This design comes from an exercise in tuning for small area, a short achievable clock period and few clock cycles per item on the open sky130 flow, not from production work.
Function was checked by simulation only, so behaviour that the tests miss may differ from the original.
Power is estimated from default activity; no workload was simulated.

File: flow/design.v
package rrte_pkg;
   localparam int RouteDepthDefault = 16;
   localparam int SeenDepth = 16;
   localparam int SeenIdxW = 4;
   typedef enum logic [1:0] {
      FUNC_RREQ   = 2'd0,
      FUNC_RREP   = 2'd1,
      FUNC_NEIGH  = 2'd2,
      FUNC_REMOVE = 2'd3
   } func_type;
   typedef enum logic [1:0] {
      ACT_NONE    = 2'd0,
      ACT_IGNORE  = 2'd1,
      ACT_REPLY   = 2'd2,
      ACT_REBCAST = 2'd3
   } action_type;
   localparam int CSR_OWN_ADDR = 0;
   localparam int CSR_GW_ADDR  = 1;
   typedef struct packed {
      logic [7:0]  dest;
      logic [7:0]  seq;
      logic [15:0] expiry;
      logic [7:0]  relay;
      logic [7:0]  hops;
   } route_type;
   localparam int RouteW = 48;  
endpackage
module rrte_ram #(
   parameter int WIDTH = 8,
   parameter int DEPTH = 16
) (
   input  logic                     clock,
   input  logic                     wr_en,
   input  logic [$clog2(DEPTH)-1:0] wr_addr,
   input  logic [WIDTH-1:0]         wr_data,
   input  logic [$clog2(DEPTH)-1:0] rd_addr,
   output logic [WIDTH-1:0]         rd_data
);
   logic [WIDTH-1:0] mem [DEPTH];
   logic [WIDTH-1:0] rd_data_ff;
   always_ff @(posedge clock) begin
      if (wr_en) begin
         mem[wr_addr] <= wr_data;
      end
      rd_data_ff <= mem[rd_addr];
   end
   assign rd_data = rd_data_ff;
endmodule
module route_request_table_engine #(
   parameter int ROUTE_DEPTH = rrte_pkg::RouteDepthDefault
) (
   input  logic        clock,
   input  logic        reset,
   input  logic        req_valid,
   output logic        req_stall,
   input  logic [1:0]  req_func,
   input  logic [7:0]  req_source_addr,
   input  logic [7:0]  req_broadcast_id,
   input  logic [7:0]  req_dest_addr,
   input  logic [7:0]  req_dest_seq,
   input  logic [7:0]  req_source_seq,
   input  logic [7:0]  req_hop_count,
   input  logic [7:0]  req_prev_hop,
   input  logic [15:0] req_slot_count,
   output logic        rsp_valid,
   input  logic        rsp_stall,
   output logic [1:0]  rsp_action,
   output logic        rsp_route_added,
   output logic        rsp_table_full,
   output logic [4:0]  rsp_route_count,
   output logic [7:0]  rsp_node_seq,
   output logic [7:0]  rsp_gateway_hops,
   input  logic        csr_write,
   input  logic        csr_index,
   input  logic [7:0]  csr_data
);
   localparam int IdxW = (ROUTE_DEPTH > 1) ? $clog2(ROUTE_DEPTH) : 1;
   localparam int CntW = $clog2(ROUTE_DEPTH + 1);
   typedef enum logic [7:0] {
      ST_IDLE   = 8'b0000_0001,
      ST_SEEN   = 8'b0000_0010,  
      ST_FIND   = 8'b0000_0100,  
      ST_DECIDE = 8'b0000_1000,  
      ST_COMP   = 8'b0001_0000,  
      ST_RESP   = 8'b0010_0000,  
      ST_WAIT   = 8'b0100_0000,  
      ST_UNUSED = 8'b1000_0000
   } state_type;
   state_type state_ff, state_in;
   logic [7:0] own_ff, gw_ff;
   logic [1:0] func_ff;  
   logic [7:0] src_ff, bid_ff, dst_ff, dseq_ff, sseq_ff, hops_ff, prev_ff;
   logic [15:0] slot_ff;
   logic [CntW-1:0] total_ff, total_in;
   logic [rrte_pkg::SeenIdxW-1:0] sptr_ff;
   logic [rrte_pkg::SeenIdxW:0]   sfill_ff;
   logic [7:0] nseq_ff, gwd_ff;
   logic [40:0] rev_ff;
   logic [CntW-1:0] ri_ff, ri_in;        
   logic [CntW-1:0] wj_ff, wj_in;        
   logic [rrte_pkg::SeenIdxW:0] si_ff, si_in;
   logic            rd_pend_ff, rd_pend_in;  
   logic [CntW-1:0] rd_idx_ff;
   logic            found_ff, found_in;
   logic [IdxW-1:0] fidx_ff, fidx_in;
   rrte_pkg::route_type       fent_ff, fent_in;
   logic [1:0] act_ff, act_in;
   logic add_ff, add_in, full_ff, full_in;
   logic            rt_we;
   logic [IdxW-1:0] rt_wa, rt_ra;
   rrte_pkg::route_type       rt_wd, rt_rd;
   logic            sp_we;
   logic [15:0]     sp_rd, key;
   logic [rrte_pkg::SeenIdxW-1:0] sp_ra;
   rrte_ram #(.WIDTH(rrte_pkg::RouteW), .DEPTH(ROUTE_DEPTH)) u_route_ram (
      .clock(clock), .wr_en(rt_we), .wr_addr(rt_wa), .wr_data(rt_wd),
      .rd_addr(rt_ra), .rd_data(rt_rd));
   rrte_ram #(.WIDTH(16), .DEPTH(rrte_pkg::SeenDepth)) u_seen_ram (
      .clock(clock), .wr_en(sp_we), .wr_addr(sptr_ff), .wr_data(key),
      .rd_addr(sp_ra), .rd_data(sp_rd));
   assign key = {bid_ff, src_ff};
   assign req_stall = (state_ff != ST_IDLE);
   wire accept = req_valid && !req_stall;
   rrte_pkg::route_type cand;
   logic [7:0] rep_hops;
   assign rep_hops = (hops_ff == 8'hFF) ? 8'hFF : hops_ff + 8'd1;
   always_comb begin
      if (func_ff == rrte_pkg::FUNC_RREP) begin
         cand = {src_ff, dseq_ff, 16'd0, prev_ff, rep_hops};
      end else begin
         cand = {dst_ff, 8'd0, slot_ff - 16'd1, dst_ff, 8'd0};
      end
   end
   logic [7:0] target;
   assign target = (func_ff == rrte_pkg::FUNC_RREP) ? src_ff : dst_ff;
   logic rd_hit, rd_keep;
   assign rd_hit = rd_pend_ff && (rt_rd.dest == target);
   assign rd_keep = (rt_rd.dest != dst_ff) && (rt_rd.relay != dst_ff);
   assign rt_ra = ri_ff[IdxW-1:0];
   assign sp_ra = si_ff[rrte_pkg::SeenIdxW-1:0];
   logic nseq_inc, gw_upd, sp_commit, rev_upd;
   logic take;
   always_comb begin
      state_in = state_ff;
      ri_in = ri_ff; wj_in = wj_ff; si_in = si_ff;
      rd_pend_in = 1'b0;
      found_in = found_ff; fidx_in = fidx_ff; fent_in = fent_ff;
      act_in = act_ff; add_in = add_ff; full_in = full_ff;
      total_in = total_ff;
      rt_we = 1'b0; rt_wa = fidx_ff; rt_wd = cand; take = 1'b0;
      sp_we = 1'b0; nseq_inc = 1'b0; gw_upd = 1'b0; sp_commit = 1'b0; rev_upd = 1'b0;
      unique case (state_ff)
         ST_IDLE: begin
            if (accept) begin
               ri_in = '0; wj_in = '0; si_in = '0; found_in = 1'b0;
               act_in = rrte_pkg::ACT_NONE; add_in = 1'b0; full_in = 1'b0;
               unique case (req_func)
                  rrte_pkg::FUNC_RREQ: state_in = ST_SEEN;
                  rrte_pkg::FUNC_RREP, rrte_pkg::FUNC_NEIGH: state_in = ST_FIND;
                  rrte_pkg::FUNC_REMOVE: state_in = ST_COMP;
                  default: state_in = ST_FIND;
               endcase
            end
         end
         ST_SEEN: begin
            if (rd_pend_ff && sp_rd == key) begin
               act_in = rrte_pkg::ACT_IGNORE;
               state_in = ST_RESP;
            end else if (src_ff == own_ff) begin
               act_in = rrte_pkg::ACT_IGNORE;
               state_in = ST_RESP;
            end else if (si_ff < sfill_ff) begin
               rd_pend_in = 1'b1;
               si_in = si_ff + 1'b1;
            end else if (!rd_pend_ff) begin
               sp_we = 1'b1; sp_commit = 1'b1; rev_upd = 1'b1;
               if (dst_ff == own_ff) begin
                  act_in = rrte_pkg::ACT_REPLY;
                  state_in = ST_RESP;
               end else begin
                  state_in = ST_FIND;
               end
            end
         end
         ST_FIND: begin
            if (rd_hit) begin
               found_in = 1'b1;
               fidx_in = rd_idx_ff[IdxW-1:0];
               fent_in = rt_rd;
               state_in = ST_DECIDE;
            end else if (ri_ff < total_ff) begin
               rd_pend_in = 1'b1;
               ri_in = ri_ff + 1'b1;
            end else if (!rd_pend_ff) begin
               state_in = ST_DECIDE;
            end
         end
         ST_DECIDE: begin
            state_in = ST_RESP;
            unique case (func_ff)
               rrte_pkg::FUNC_RREQ: begin
                  act_in = (found_ff && !(fent_ff.seq < dseq_ff)) ? rrte_pkg::ACT_REPLY : rrte_pkg::ACT_REBCAST;
               end
               rrte_pkg::FUNC_RREP: begin
                  take = (src_ff != own_ff) &&
                         !(found_ff && fent_ff.seq > dseq_ff && fent_ff.hops < rep_hops);
                  if (take) begin
                     if (found_ff) begin
                        rt_we = 1'b1; add_in = 1'b1;
                     end else if (total_ff >= CntW'(ROUTE_DEPTH)) begin
                        full_in = 1'b1;
                     end else begin
                        rt_we = 1'b1; rt_wa = total_ff[IdxW-1:0];
                        total_in = total_ff + 1'b1; add_in = 1'b1;
                     end
                  end
                  nseq_inc = rt_we;
                  gw_upd = rt_we && (src_ff == gw_ff);
                  act_in = (dst_ff == own_ff) ? rrte_pkg::ACT_NONE : (rt_we ? rrte_pkg::ACT_REPLY : rrte_pkg::ACT_NONE);
               end
               rrte_pkg::FUNC_NEIGH: begin
                  nseq_inc = 1'b1;
                  if (dst_ff != own_ff) begin
                     if (found_ff) begin
                        if (fent_ff.hops != 8'd0) begin
                           rt_we = 1'b1; add_in = 1'b1;
                        end
                     end else if (total_ff >= CntW'(ROUTE_DEPTH)) begin
                        full_in = 1'b1;
                     end else begin
                        rt_we = 1'b1; rt_wa = total_ff[IdxW-1:0];
                        total_in = total_ff + 1'b1; add_in = 1'b1;
                     end
                  end
               end
               rrte_pkg::FUNC_REMOVE: ;
               default: ;
            endcase
         end
         ST_COMP: begin
            if (rd_pend_ff && rd_keep) begin
               rt_we = 1'b1; rt_wa = wj_ff[IdxW-1:0]; rt_wd = rt_rd;
               wj_in = wj_ff + 1'b1;
            end
            if (ri_ff < total_ff) begin
               rd_pend_in = 1'b1;
               ri_in = ri_ff + 1'b1;
            end else if (!rd_pend_ff) begin
               total_in = wj_ff;
               nseq_inc = 1'b1;
               state_in = ST_RESP;
            end
         end
         ST_RESP: begin
            if (!rsp_stall) state_in = ST_IDLE;
         end
         default: state_in = ST_IDLE;
      endcase
   end
   always_ff @(posedge clock) begin
      if (reset) begin
         state_ff <= ST_IDLE;
         own_ff <= 8'd1; gw_ff <= 8'd0;
         total_ff <= '0; sptr_ff <= '0; sfill_ff <= '0;
         nseq_ff <= '0; gwd_ff <= '0; rev_ff <= '0;
         rd_pend_ff <= 1'b0;
      end else begin
         state_ff <= state_in;
         rd_pend_ff <= rd_pend_in;
         total_ff <= total_in;
         if (csr_write) begin
            if (csr_index == 1'b0) own_ff <= csr_data;
            else gw_ff <= csr_data;
         end
         if (nseq_inc) nseq_ff <= nseq_ff + 8'd1;
         if (gw_upd) gwd_ff <= rep_hops;
         if (sp_commit) begin
            sptr_ff <= sptr_ff + 1'b1;
            if (sfill_ff < (rrte_pkg::SeenIdxW+1)'(16)) sfill_ff <= sfill_ff + 1'b1;
         end
         if (rev_upd) rev_ff <= {1'b1, bid_ff, dst_ff, hops_ff, prev_ff, sseq_ff};
      end
   end
   always_ff @(posedge clock) begin
      if (accept) begin
         func_ff <= req_func;
         src_ff <= req_source_addr; bid_ff <= req_broadcast_id; dst_ff <= req_dest_addr;
         dseq_ff <= req_dest_seq; sseq_ff <= req_source_seq; hops_ff <= req_hop_count;
         prev_ff <= req_prev_hop; slot_ff <= req_slot_count;
      end
      ri_ff <= ri_in; wj_ff <= wj_in; si_ff <= si_in;
      rd_idx_ff <= ri_ff;
      found_ff <= found_in; fidx_ff <= fidx_in; fent_ff <= fent_in;
      act_ff <= act_in; add_ff <= add_in; full_ff <= full_in;
   end
   assign rsp_valid = (state_ff == ST_RESP);
   assign rsp_action = act_ff;
   assign rsp_route_added = add_ff;
   assign rsp_table_full = full_ff;
   assign rsp_route_count = 5'(total_ff);
   assign rsp_node_seq = nseq_ff;
   assign rsp_gateway_hops = gwd_ff;
endmodule
File: flow/run.sh
#!/bin/bash
# synth_recipe.tcl (not shown) runs the flow's synth.tcl, then flattens the netlist and writes it again
# the make line also repeats each setting of config.mk as NAME=value (left out here)
make -C /OpenROAD-flow-scripts/flow DESIGN_CONFIG=/design/flow/config.mk WORK_HOME=/design/flow/orfs CLKGATE_MAP_FILE= SYNTH_SCRIPT=/design/flow/synth_recipe.tcl finish
File: flow/config.mk
export PLATFORM = sky130hd
export DESIGN_NAME = route_request_table_engine
export DESIGN_NICKNAME = route_request_table_engine
export VERILOG_FILES = /design/flow/design.v
export SDC_FILE = /design/flow/constraint.sdc
export NUM_CORES = 4
export LEC_CHECK = 0
export CAP_MARGIN = 20
export CORE_MARGIN = 2
export CORE_UTILIZATION = 40
export SLEW_MARGIN = 20
File: flow/constraint.sdc
create_clock -name core_clock -period 4.5 [get_ports {clock}]
set_input_delay 0.9000 -clock core_clock [delete_from_list [all_inputs] [get_ports {clock}]]
set_output_delay 0.9000 -clock core_clock [all_outputs]
set_load 0.01 [all_outputs]
==> out/metrics.cfg <==
[detailed_routing]
avgViaCountPerCell=5.54
route.antenna.remaining_nets=0
routed.top_layer=met5
drt_pre_antenna_iters=6
met2_length_mm=40.7
routed_wire_length_per_instance_um=25.3
via_count=19500
drt-total-wl_mm=89.4
first_iter_violations=1962
drc=0
detail_route.wirelength.met1_mm=40.7
met3_length_mm=6.28

[die]
floorplan.initialDensity=0.405
ios=115
placeableCoreArea_sq_um=93600
die_y_um=312
die_ar_sq_um=97300
floorplan.rows=112
chipWidth_um=312

[final_layout]
post_route_cells_drive_above_1_share=0.251
num-nets-final=2313
mostFrequentLayoutCell=edfxtp_1
most-common-layout-cells=edfxtp_1, mux4_2, buf_4
finalInstanceArea_sq_um=44600
final_antenna_diode_count=0
area.growth.synth_to_final_pct=17.6
non_filler_cells_final=3526

[synth]
synth_seq_cells=963
synth_flop_cell=edfxtp_1
ys.warnings.count=3
synth-async-reset-ratio=0
synth_fp_nets=2087
synth_enable_flop_cells=858
syn_area_per_cell_sq_um=19.4
post_synth_instance_area_sq_um=37900
number_of_unique_standard_cell_types_used_by_synthesis=66
cell_count_after_synthesis=1959
yosysSeqAreaShare=0.735

[critical_path]
criticalPathCategory=reg -> reg
worst_setup_path_end_kind=register
reg2reg_slack_ns=0.38
timing.critical_path.cells=ha_1 > nand3_1 > or2_2 > o21ai_0 > inv_1 > ha_1 > nand4_1 > a211o_1 > a21oi_1 > o311ai_2 > nand3_1 > nand3b_1 > buf_4 > nor2_4 > buf_4
crit_arrival_ns=4.41
timing.critical_path.slowest_stage_cell=buf_4
worst_case_reg_to_reg_path_depth=15
crit-reg2reg-launch=hops_ff[0]
path_max_fanout=32
data_required_time_at_the_worst_endpoint_ns=4.79
critical-path-max-stage-delay_ns=0.50
startpoint_type_of_the_worst_setup_path=register
reg2reg_to=u_route_ram.mem[9][36]

[placed_design]
place_congestion=0.851
place.port_buffers=90
dp.final_hpwl_mm=56.0
place.detailed.instances=3317
standard_cell_area_after_detailed_placement_sq_um=41100

[sta]
grt_setup_unrepaired=false
hold_viol_final=0
clock.fmax_mhz=243
worst-slew-pin-transition_ns=1.08
timing.final.setup_violations=0
min_period_over_period=0.915
drv_slew=0
relSlewSlack=0.279
final.setup_skew_ns=0.0420
finalCriticalPeriod_ns=4.12

[global_routing]
globalRouteOverflowTotal=0
grt_usage=0.183
grt_max_degree=133
grt_antenna_before_repair=3
wire_length_of_the_first_global_routing_pass_mm=132
first_global_vias=19500

[clocking]
tritoncts=done
cts_max_path_buffers=3
clkSinkCount=963
cts-buffers-inserted=99
cts_root_buf=clkbuf_16
post_cts_resize_count=0
h_tree_depth=3
clkLatencyLatePin_ns=0.69
clk_pin_slew_ns=0.06
cts_hold_repair.buffers=0

[pwr]
sequential_fraction_of_design_power=0.455
power_switching_w=0.00693
power.share.combinational=0.220
power-per-cell-area_nw_per_um2=558
vdd_drop_max_mv=0.371
switching_share=0.278
share_clk_of_total_power=0.326
total_leakage_power_nw=14.5
power.internal_w=0.0180

[hold_path]
hold-path-cell-count=0
min_to=fent_ff[32]
timing.hold.worst.class=reg -> reg
hold_path_startpoint=u_route_ram.rd_data_ff[32]

[job]
maxCapViolCount=0

[status]
run_status=complete, no violations

==> cell type report <==
cell class	instances	area (sq um)
inverter	45	169
tap	1254	1570
clock buffer	133	2750
fill	7813	49000
clock inverter	55	541
multi-input combinational	862	9690
timing repair buffer	214	2020
sequential	963	27900
==> Yosys cell counts, types with 3 or more instances <==
cell type,instances,area share
a31oi_1,7,0.0012
dfxtp_1,105,0.055
nor4_2,3,0.00099
xor2_1,30,0.0069
and2_1,10,0.0016
o21ai_0,24,0.0032
a311oi_1,3,0.00069
a32oi_1,4,0.00092
nor3_1,9,0.0012
inv_1,44,0.0044
mux4_2,240,0.14
clkbuf_1,58,0.0057
mux2_2,3,0.00089
and3_1,20,0.0033
nor2_1,79,0.0078
ha_1,40,0.013
nor4_1,7,0.0012
buf_1,20,0.0020
nand2b_1,6,0.00099
nand3b_1,5,0.00099
xnor2_1,53,0.012
buf_2,10,0.0013
nand3_1,31,0.0041
o31ai_1,17,0.0034
nor2b_1,8,0.0013
edfxtp_1,858,0.68
a2111oi_0,3,0.00069
nand2_1,92,0.0091
or3_1,6,0.00099
a21o_1,8,0.0016
nand4_1,23,0.0038
and4_1,4,0.00092
mux2i_1,28,0.0074
o211ai_1,6,0.0012
a211o_1,3,0.00069
or2_2,5,0.00082
a21oi_1,49,0.0065
or4_1,4,0.00079
==> state kept, by name, indices dropped and copies added (netlist names), 6 cells and up <==
register,flops
prev_ff,8
u_seen_ram.mem,256
gw_ff,8
u_route_ram.mem,512
fent_ff,16
gwd_ff,8
dst_ff,8
hops_ff,8
src_ff,8
bid_ff,8
u_seen_ram.rd_data_ff,16
nseq_ff,8
state_ff,6
dseq_ff,8
u_route_ram.rd_data_ff,32
own_ff,8
==> cell families (layout without fill, tap and decap cells) <==
family	Yosys count	in the layout	synth area share
AOI/OAI and AO/OA	142	142	0.0248
xor gates and xnor gates	83	83	0.0192
adders and majority gates	40	40	0.0132
buffers and inverters	134	447	0.0137
DFF	963	963	0.735
muxes	272	272	0.151
and+or+nand+nor	325	325	0.0434
==> metal layers <==
| metal | vias up | track usage |
|---|---|---|
| met5 | - | 0 |
| met4 | 2 | 0.0491 |
| met3 | 114 | 0.0300 |
| met2 | 763 | 0.275 |
| met1 | 10300 | 0.279 |
| li1 | 8387 | - |
==> critical path: cells and delay by family (launching register included) <==
kind / cells / cell delay (ns)
simple gates: 6 / 1.16
buf+inv: 3 / 0.85
compound gates: 4 / 0.79
fa+ha+maj: 2 / 0.50
flops: 1 / 0.38
==> worst max-delay path by stage <==
stage,endpoint,slack (ns),depth (start not counted),start
floorplan,u_route_ram.mem[0][0],-0.002,13,hops_ff[0]
global placement,u_route_ram.mem[7][4],0.19,14,hops_ff[0]
detailed placement,u_route_ram.mem[14][1],0.24,14,hops_ff[0]
CTS,u_route_ram.mem[14][1],0.23,14,hops_ff[0]
global route,u_route_ram.mem[11][35],0.09,15,hops_ff[0]
finish,u_route_ram.mem[9][36],0.38,15,hops_ff[0]
==> per-stage QoR <==
step,setup WS (ns),util,power (W),TNS (ns),hold WS [ns]
after floorplan,-0.00208,-,0.0151,-0.266,0.372
after global placement,0.188,0.438,0.0169,0,0.387
after detailed placement,0.238,0.440,0.0170,0,0.389
after CTS,0.229,0.475,0.0251,0,0.398
after global routing,0.0938,0.476,0.0259,0,0.398
final,0.383,0.476,0.0249,0,0.400
==> timing repair <==
action / in CTS / in global routing
endpoints found under the hold margin: 0 / 0
endpoints found under the setup margin: 0 / 30
setup buffers: 0 / 21
==> power by group through the flow <==
| stage | Sequential [W] | Combinational [W] | Clock, W |
|---|---|---|---|
| 6_report | 0.0113 | 0.00547 | 0.00811 |
| 5_1_grt | 0.0114 | 0.00589 | 0.00865 |
| 4_1_cts | 0.0113 | 0.00553 | 0.00829 |
| 3_5_place_dp | 0.0115 | 0.00552 | 0 |
| 3_3_place_gp | 0.0115 | 0.00543 | 0 |
| 2_1_floorplan | 0.0113 | 0.00375 | 0 |
Testbench counts, summed over its fixed seeds: cycles 157,792, items 8,000.

-- what the ideal ports hide --
The flow's constraints put no driver on any port. The routed layout listed below was extracted and timed again, unchanged, in two steps. Step 1 sets driving cells, clkbuf_16 on the clock port and buf_2 on the other inputs (assumed; they add their load-dependent delay and slew). Step 2 times the ports against the registers' clock, not the clock port: input delays grow and output delays shrink by t, the midpoint of the rising clock arrivals with the driver on. Slacks: ideal ports / drivers / drivers and shift; pairs: ideal ports / drivers.
t, ns: 0.742
setup slack, ns: 0.383 / 0.383 / 0.383
slew at the worst register clock pin (ns): 0.07 / 0.07
After both steps setup and hold are still met in this run. For this run, drivers alone change the setup slack by 0.000 ns; drivers and shift together by 0.000 ns.
